From an optimization exercise on the open Yosys and OpenROAD flow, aimed at small area, a short achievable clock period and few clock cycles; shortcuts taken in it are not production practice.
Only simulation tests tie the RTL to the original design; equivalence was not proved.

==> flow/design.v <==
`default_nettype none
package cnn_pkg;
    localparam logic [2:0] ST_IDLE   = 3'd0;
    localparam logic [2:0] ST_STREAM = 3'd1;
    localparam logic [2:0] ST_DRAIN  = 3'd2;
    localparam logic [2:0] ST_DENSE  = 3'd3;
    localparam logic [2:0] ST_FIN    = 3'd4;
    localparam int CONV_TAPS     = 9;
    localparam int CONV_BIAS_OFS = 9;
    localparam int FILT_STRIDE   = 10;
    localparam int CONV_ACC_W    = 21;
endpackage
`default_nettype wire
`default_nettype none
module cnn_conv3x3_window #(
    parameter int IMG_W = 32,
    parameter int IMG_H = 32
) (
    input  wire logic            clk,
    input  wire logic            rst_n,
    input  wire logic            clear,
    input  wire logic            pix_en,
    input  wire logic [7:0]      pixel,
    output logic      [8:0][7:0] window,
    output logic                 win_valid,
    output logic                 last_pix
);
    localparam int CW = $clog2(IMG_W);
    localparam int RW = $clog2(IMG_H);
    logic [CW-1:0] col;
    logic [RW-1:0] row;
    logic [7:0]    lb0 [IMG_W];
    logic [7:0]    lb1 [IMG_W];
    assign last_pix = (col == CW'(IMG_W - 1)) && (row == RW'(IMG_H - 1));
    always_ff @(posedge clk or negedge rst_n) begin
        if (!rst_n) begin
            col       <= '0;
            row       <= '0;
            win_valid <= 1'b0;
            window    <= '0;
            for (int i = 0; i < IMG_W; i++) begin
                lb0[i] <= '0;
                lb1[i] <= '0;
            end
        end else begin
            win_valid <= 1'b0;
            if (clear) begin
                col <= '0;
                row <= '0;
            end else if (pix_en) begin
                lb1[col] <= lb0[col];
                lb0[col] <= pixel;
                for (int r = 0; r < 3; r++) begin
                    window[r*3+0] <= window[r*3+1];
                    window[r*3+1] <= window[r*3+2];
                end
                window[2] <= lb1[col];
                window[5] <= lb0[col];
                window[8] <= pixel;
                win_valid <= (row >= RW'(2)) && (col >= CW'(2));
                if (col == CW'(IMG_W - 1)) begin
                    col <= '0;
                    row <= (row == RW'(IMG_H - 1)) ? '0 : row + RW'(1);
                end else begin
                    col <= col + CW'(1);
                end
            end
        end
    end
endmodule
`default_nettype wire
`default_nettype none
import cnn_pkg::*;
module cnn_stream_classifier #(
    parameter int IMG_W      = 32,
    parameter int IMG_H      = 32,
    parameter int NUM_FILT   = 4,
    parameter int CONV_SHIFT = 4,
    parameter int GAP_SHIFT  = 10,
    parameter int LOGIT_W    = 20
) (
    input  wire logic                       clk,
    input  wire logic                       rst_n,
    input  wire logic                       frame_start,
    input  wire logic [7:0]                 pixel_in,
    input  wire logic                       pixel_valid,
    output logic                            pixel_ready,
    input  wire logic                       wt_we,
    input  wire logic [$clog2(NUM_FILT*11+1)-1:0] wt_addr,
    input  wire logic [7:0]                 wt_data,
    output logic                            busy,
    output logic                            ready,
    output logic                            classification,
    output logic [7:0]                      confidence,
    output logic [LOGIT_W-1:0]              logit,
    output logic                            frame_err
);
    localparam int ADDR_W = $clog2(NUM_FILT * 11 + 1);
    localparam int GSUM_W = 8 + $clog2(IMG_W * IMG_H);
    localparam int IDX_W  = (NUM_FILT > 1) ? $clog2(NUM_FILT) : 1;
    localparam int SUM_W  = LOGIT_W + 18;
    localparam logic signed [SUM_W-1:0] LOGIT_MAX = (SUM_W'(1) <<< (LOGIT_W - 1)) - SUM_W'(1);
    localparam logic signed [SUM_W-1:0] LOGIT_MIN = ~LOGIT_MAX;
    localparam int DENSE_W_BASE = NUM_FILT * FILT_STRIDE;
    localparam int DENSE_B_ADDR = NUM_FILT * (FILT_STRIDE + 1);
    function automatic logic [7:0] sat_u8(input logic [31:0] v);
        sat_u8 = (v > 32'd255) ? 8'hFF : v[7:0];
    endfunction
    function automatic logic [7:0] abs_sat_u8(input logic signed [63:0] v);
        logic [63:0] a;
        a = (v < 0) ? 64'(-v) : 64'(v);
        abs_sat_u8 = (a > 64'd255) ? 8'hFF : a[7:0];
    endfunction
    logic [2:0]                state;
    logic [0:0]                drain_cnt;
    logic [IDX_W-1:0]          dense_idx;
    logic signed [LOGIT_W-1:0] logit_acc;
    logic signed [7:0]         dense_b;
    logic signed [7:0]         dense_w [NUM_FILT];
    logic [GSUM_W-1:0]         gap_sum [NUM_FILT];
    logic [7:0]                gap     [NUM_FILT];
    logic                      res_ready, res_class, res_err;
    logic [7:0]                res_conf;
    logic [LOGIT_W-1:0]        res_logit;
    logic            accept, clear, wt_en;
    logic [8:0][7:0] window;
    logic            win_valid, last_pix;
    assign accept = (state == ST_STREAM) && pixel_valid && !frame_start;
    assign clear  = frame_start && ((state == ST_IDLE) || (state == ST_STREAM));
    assign wt_en  = (state == ST_IDLE) && wt_we;
    cnn_conv3x3_window #(
        .IMG_W (IMG_W),
        .IMG_H (IMG_H)
    ) u_window (
        .clk       (clk),
        .rst_n     (rst_n),
        .clear     (clear),
        .pix_en    (accept),
        .pixel     (pixel_in),
        .window    (window),
        .win_valid (win_valid),
        .last_pix  (last_pix)
    );
    for (genvar f = 0; f < NUM_FILT; f++) begin : g_filt
        logic signed [7:0]            taps [CONV_TAPS];
        logic signed [7:0]            bias;
        logic signed [7:0]            dw;
        logic signed [CONV_ACC_W-1:0] acc;
        logic [CONV_ACC_W-1:0]        relu;
        logic [7:0]                   pix_out;
        logic [GSUM_W-1:0]            sum;
        always_ff @(posedge clk or negedge rst_n) begin
            if (!rst_n) begin
                for (int k = 0; k < CONV_TAPS; k++) taps[k] <= '0;
                bias <= '0;
                dw   <= '0;
            end else if (wt_en) begin
                for (int k = 0; k < CONV_TAPS; k++)
                    if (wt_addr == ADDR_W'(f * FILT_STRIDE + k)) taps[k] <= wt_data;
                if (wt_addr == ADDR_W'(f * FILT_STRIDE + CONV_BIAS_OFS)) bias <= wt_data;
                if (wt_addr == ADDR_W'(DENSE_W_BASE + f))      dw   <= wt_data;
            end
        end
        always_comb begin
            acc = CONV_ACC_W'(bias);
            for (int k = 0; k < CONV_TAPS; k++)
                acc = acc + CONV_ACC_W'(taps[k]) * CONV_ACC_W'($signed({1'b0, window[k]}));
        end
        assign relu    = acc[CONV_ACC_W-1] ? '0 : CONV_ACC_W'(acc >>> CONV_SHIFT);
        assign pix_out = sat_u8(32'(relu));
        always_ff @(posedge clk or negedge rst_n) begin
            if (!rst_n)         sum <= '0;
            else if (clear)     sum <= '0;
            else if (win_valid) sum <= sum + GSUM_W'(pix_out);
        end
        assign dense_w[f] = dw;
        assign gap_sum[f] = sum;
    end
    always_ff @(posedge clk or negedge rst_n) begin
        if (!rst_n)                                                dense_b <= '0;
        else if (wt_en && wt_addr == ADDR_W'(DENSE_B_ADDR)) dense_b <= wt_data;
    end
    logic signed [SUM_W-1:0]   dense_sum;
    logic signed [LOGIT_W-1:0] dense_next;
    assign dense_sum = SUM_W'(logit_acc)
                     + SUM_W'(dense_w[dense_idx]) * SUM_W'($signed({1'b0, gap[dense_idx]}));
    assign dense_next = (dense_sum > LOGIT_MAX) ? LOGIT_MAX[LOGIT_W-1:0] :
                        (dense_sum < LOGIT_MIN) ? LOGIT_MIN[LOGIT_W-1:0] :
                                                  dense_sum[LOGIT_W-1:0];
    always_ff @(posedge clk or negedge rst_n) begin
        if (!rst_n) begin
            state     <= ST_IDLE;
            drain_cnt <= '0;
            dense_idx <= '0;
            logit_acc <= '0;
            res_ready <= 1'b0;
            res_err   <= 1'b0;
            res_class <= 1'b0;
            res_conf  <= '0;
            res_logit <= '0;
            for (int f = 0; f < NUM_FILT; f++) gap[f] <= '0;
        end else begin
            res_ready <= 1'b0;
            res_err   <= 1'b0;
            case (state)
                ST_IDLE: begin
                    if (frame_start) state <= ST_STREAM;
                end
                ST_STREAM: begin
                    if (frame_start) begin
                        res_err <= 1'b1;
                    end else if (accept && last_pix) begin
                        state     <= ST_DRAIN;
                        drain_cnt <= '0;
                    end
                end
                ST_DRAIN: begin
                    drain_cnt <= 1'b1;
                    if (drain_cnt == 1'b1) begin
                        state     <= ST_DENSE;
                        dense_idx <= '0;
                        logit_acc <= LOGIT_W'(dense_b);
                        for (int f = 0; f < NUM_FILT; f++)
                            gap[f] <= sat_u8(32'(gap_sum[f] >> GAP_SHIFT));
                    end
                end
                ST_DENSE: begin
                    logit_acc <= dense_next;
                    dense_idx <= dense_idx + IDX_W'(1);
                    if (dense_idx == IDX_W'(NUM_FILT - 1)) state <= ST_FIN;
                end
                ST_FIN: begin
                    state     <= ST_IDLE;
                    res_ready <= 1'b1;
                    res_class <= !logit_acc[LOGIT_W-1] && (logit_acc != '0);
                    res_conf  <= abs_sat_u8(64'(logit_acc));
                    res_logit <= logit_acc;
                end
                default: state <= ST_IDLE;
            endcase
        end
    end
    assign pixel_ready    = (state == ST_STREAM);
    assign busy           = (state != ST_IDLE);
    assign ready          = res_ready;
    assign classification = res_class;
    assign confidence     = res_conf;
    assign logit          = res_logit;
    assign frame_err      = res_err;
endmodule
`default_nettype wire
==> flow/run.sh <==
#!/bin/bash
# synth_recipe.tcl (not shown) runs the flow's synth.tcl, then flattens the netlist and writes it again
# the make line also repeats each setting of config.mk as NAME=value (left out here)
make -C /OpenROAD-flow-scripts/flow DESIGN_CONFIG=/design/flow/config.mk WORK_HOME=/design/flow/orfs CLKGATE_MAP_FILE= SYNTH_SCRIPT=/design/flow/synth_recipe.tcl finish
==> flow/config.mk <==
export PLATFORM = sky130hd
export DESIGN_NAME = cnn_stream_classifier
export DESIGN_NICKNAME = cnn_stream_classifier
export VERILOG_FILES = /design/flow/design.v
export SDC_FILE = /design/flow/constraint.sdc
export NUM_CORES = 4
export LEC_CHECK = 0
export CAP_MARGIN = 20
export CORE_MARGIN = 2
export CORE_UTILIZATION = 40
export SLEW_MARGIN = 20
==> flow/constraint.sdc <==
create_clock -name core_clock -period 13.5 [get_ports {clk}]
set_input_delay 2.7000 -clock core_clock [delete_from_list [all_inputs] [get_ports {clk}]]
set_output_delay 2.7000 -clock core_clock [all_outputs]
set_load 0.01 [all_outputs]
==> key figures <==
Clock tree
  • Root buf cell: clkbuf_16
  • Setup bufs post-CTS: 0
  • CTS buffer count: approximately 140
  • Max Root-Sink Buffers: 4
  • Clock sinks: roughly 1100
  • H-tree levels: 4
  • Hold-fix buffers, CTS: 0
  • CTS tree: built
  • Clock-pin slew on the worst setup and hold paths: 0.06 ns
  • Clock latency on the worst-skew pair: around 0.88 ns
  • Post-CTS sizing: 0

STA
  • Relative slew margins: 0.147
  • Final hold viol count: 0
  • RSZ-0062 raised after global routing: false
  • Fin crit share: 0.910
  • Final WS setup: ~1.2 ns
  • Worst-Margin Slew: 1.27 ns
  • Skew final: between 0.1 and 0.15 ns
  • Max-slew violation count: 0
  • Final setup viols: 0
  • Final min period: around 12 ns
  • Setup TNS: 0 ns
  • Fmax: between 0.08 and 0.09 GHz

Finish
  • Filler cell count: about 34000
  • Multi-input logic area: between 90000 and 100000 µm²
  • Area Growth Syn to Fin: 8.05%
  • Final Net Count: about 18000
  • Fraction of layout cells with a size suffix above 1: 0.100
  • FF/Latch Area: ~28000 µm²

Synthesis
  • Sequential-to-total area share from yosys stat: 0.198
  • Mapped Cells: 13900
  • FF+latch count, synth: 1116
  • Complex-gate fraction of the synthesized area: 0.0396
  • Synthesis Warnings: 11
  • Largest family of logic cells by synthesized area: adder cells
  • Post-Syn Nets: 17700
  • Async S/R FF share, synth: 1.00
  • Post-synthesis mux area share: 0.0720
  • Avg Cell Area, Syn: 10.1 µm²
  • Synth Area in Adders: 0.456
  • Main synth FF type: dfrtp_1
  • Distinct cell type count after synthesis: 80
  • Cell Area, Synth: 141000 µm²
  • Post-Synth Simple-Gate Area: 0.120
  • Post-Synth XOR/XNOR Area: 0.00926
  • Number of enable flip-flop cells after synthesis: 0

Setup path
  • CP endpoint kind: flip-flop
  • CP max-delay cell: dfrtp_2
  • CP max stage delay: 1.01 ns
  • Reg2reg path depth: 33
  • Crit Path Class: flip-flop to flip-flop
  • CP max FO: 28
  • WP data arrival: around 13 ns
  • Req. time, crit path: 14.16 ns
  • Most common cell on crit path: fa_1
  • Critical path startpoint category: flip-flop

Route
  • DR vias: approximately 95000
  • First DRT Iteration DRCs: approximately 7300
  • Routed wire per std cell: ~22 µm
  • Post-route ant nets: 0
  • DRC viols: 0
  • Vias per Instance: between 5 and 6
  • Drt first pass iters: 7
  • Final wirelength: around 420 mm

Floorplan
  • Io pins: 60
  • Die Ht: roughly 600 µm
  • Die Area: approximately 360000 µm²
  • Row count: around 220
  • Die Wd: around 600 µm
  • Core Region: 350000 µm²
  • Starting Density: 0.403

Placed design
  • Pre-CTS WS: ~1.2 ns
  • RePlAce Congestion: between 0.9 and 1
  • Hpwl dp: around 340 mm
  • IO Port Bufs: 59

Global routing
  • GRT Util Overall: 0.238
  • Largest net degree at the start of global routing: ~160
  • First-pass GRT wire length: 640 mm
  • Initial antenna violation count: 18
  • GR Overflow Total: 0
  • Vias in the first global route: ~100k

Hold path
  • Hold Path Cell Cnt: 2
  • Hold Path Class: flip-flop to flip-flop

Job
  • # Max-Cap Violations: 0

Run status
  • Outcome: complete, no violations
-- stage by stage --
| stage | std cells | hold WS, ns | instance area, µm² | util |
|---|---|---|---|---|
| detailed placement | 18300 | 0.464 | 147000 | 0.421 |
| global placement | 18300 | 0.455 | 147000 | 0.421 |
| finish | 18600 | 0.474 | 152000 | 0.435 |
| CTS | 18500 | 0.478 | 152000 | 0.435 |
| global route | 18600 | 0.495 | 152000 | 0.435 |
| floorplan | 13900 | 0.440 | 141000 | - |
-- cells in the final DEF (no fill, tap or decap), types with 16 or more instances in the layout --
master           instances
a211oi_1                31
a21o_1                  33
a21oi_1                182
a221oi_1                52
a222oi_1                42
a22o_1                  39
a22oi_1                 95
and2_1                1354
buf_4                  217
clkbuf_1                31
clkbuf_16              145
clkbuf_8                20
clkdlybuf4s50_1         50
clkinv_1                22
clkinv_2                20
dfrtp_1               1106
fa_1                  2418
ha_1                  1267
inv_1                 3362
mux2_2                 865
mux2i_1                 40
nand2_1               1154
nand2b_1                89
nand3_1                 54
nand4_1                 47
nor2_1                 452
nor2b_1                 38
nor3_1                  36
nor3_2                  28
nor4_1                  20
o211ai_1                16
o21a_1                  16
o21ai_0                151
o22ai_1                 16
or3_1                   16
xnor2_1                119
xor2_1                  30
-- synth_stat cells (all sizes together), types with 30 or more instances --
master,instances,area [µm²]
inv,3363,12600
fa,2418,48400
and2,1355,8480
ha,1267,15900
nand2,1154,4330
dfrtp,1116,27900
mux2,865,9740
nor2,457,1720
clkbuf,456,1710
a21oi,190,951
o21ai,155,780
xnor2,119,1040
a22oi,95,713
nand2b,89,557
buf,73,309
nor3,68,355
nand3,54,270
a221oi,52,455
nand4,47,294
a222oi,42,420
mux2i,40,400
a22o,39,342
nor2b,38,238
a21o,34,257
a211oi,31,233
xor2,30,263
-- cell families after synthesis --
kind of cell | Yosys count
flip-flops | 1116
adder cells (fa/ha/maj) | 3685
AO/OA/AOI/OAI | 809
XOR/XNOR | 149
multiplexers | 905
buffers and inverters | 3913
AND/OR/NAND/NOR | 3367
-- cell type report --
| type | instances | area share |
|---|---|---|
| Tap cell | 4599 | 0.0378 |
| Inverter | 3384 | 0.0834 |
| Timing Repair Buffer | 280 | 0.0158 |
| Multi-Input combinational cell | 8915 | 0.647 |
| Clock inverter | 58 | 0.00552 |
| Sequential cell | 1116 | 0.184 |
| Antenna cell | 9 | 0.000148 |
| Clock buffer | 196 | 0.0264 |
-- worst paths after layout --
check / from / end / slack [ns]
max: u_window.window[21] / g_filt[2].sum[12] / 1.22
min: gap[0][0] / gap[0][0] / 0.47
max reg2reg: u_window.window[21] / g_filt[2].sum[12] / 1.22
min reg2reg: gap[0][0] / gap[0][0] / 0.47
max in group asynchronous: rst_n / g_filt[1].taps[3][5] / 8.97
min in group asynchronous: rst_n / logit_acc[14] / 1.79
-- per-layer routing --
layer  vias to the layer above  part of all wire  track usage
met5                         -          0.000075            0
li1                      42000                 -            -
met4                         4             0.039       0.0821
met1                     49700              0.45        0.336
met2                      2784              0.45        0.373
met3                       612             0.067       0.0352
-- registers in the layout, summed over array words and instances, names as in the netlist, 2 cells and up --
signal,count
u_window.row,5
g_filt.dw,32
dense_b,8
u_window.window,72
g_filt.taps,288
u_window.lb0,256
u_window.lb1,256
state,3
g_filt.bias,32
dense_idx,2
res_conf,8
u_window.col,5
res_logit,20
gap,32
g_filt.sum,72
logit_acc,20
-- worst max-delay path, delay by kind of cell (launching register included) --
kind	cells	cell delay, ns
flops	1	1.01
buf+inv	3	0.17
compound gates	12	4.44
xor+xnor	1	0.14
simple gates	4	0.42
fa+ha+maj	13	5.92
Testbench counts, summed over its fixed seeds: cycles 33,032.

## what the ideal ports hide
The results above use ideal ports. As a check the final layout listed here was re-extracted and re-timed, cells and wires unchanged. Step 1 sets driving cells, clkbuf_16 on the clock port and buf_2 on the other inputs (assumed; they add their load-dependent delay and slew). Step 2 also shifts input and output timing later by t, the mid clock arrival at the registers, as if the neighbouring blocks saw the same clock. a / b / c = no drivers / after step 1 / after step 2; a / b = the first two.
t, ns: 0.932
setup WS [ns]: 1.217 / 1.217 / 1.217
worst setup path at the end: register to register
pins driven straight from the clock port: 1
After both steps setup and hold are still met in this run. For this run, drivers alone change the setup slack by 0.000 ns; drivers and shift together by 0.000 ns.
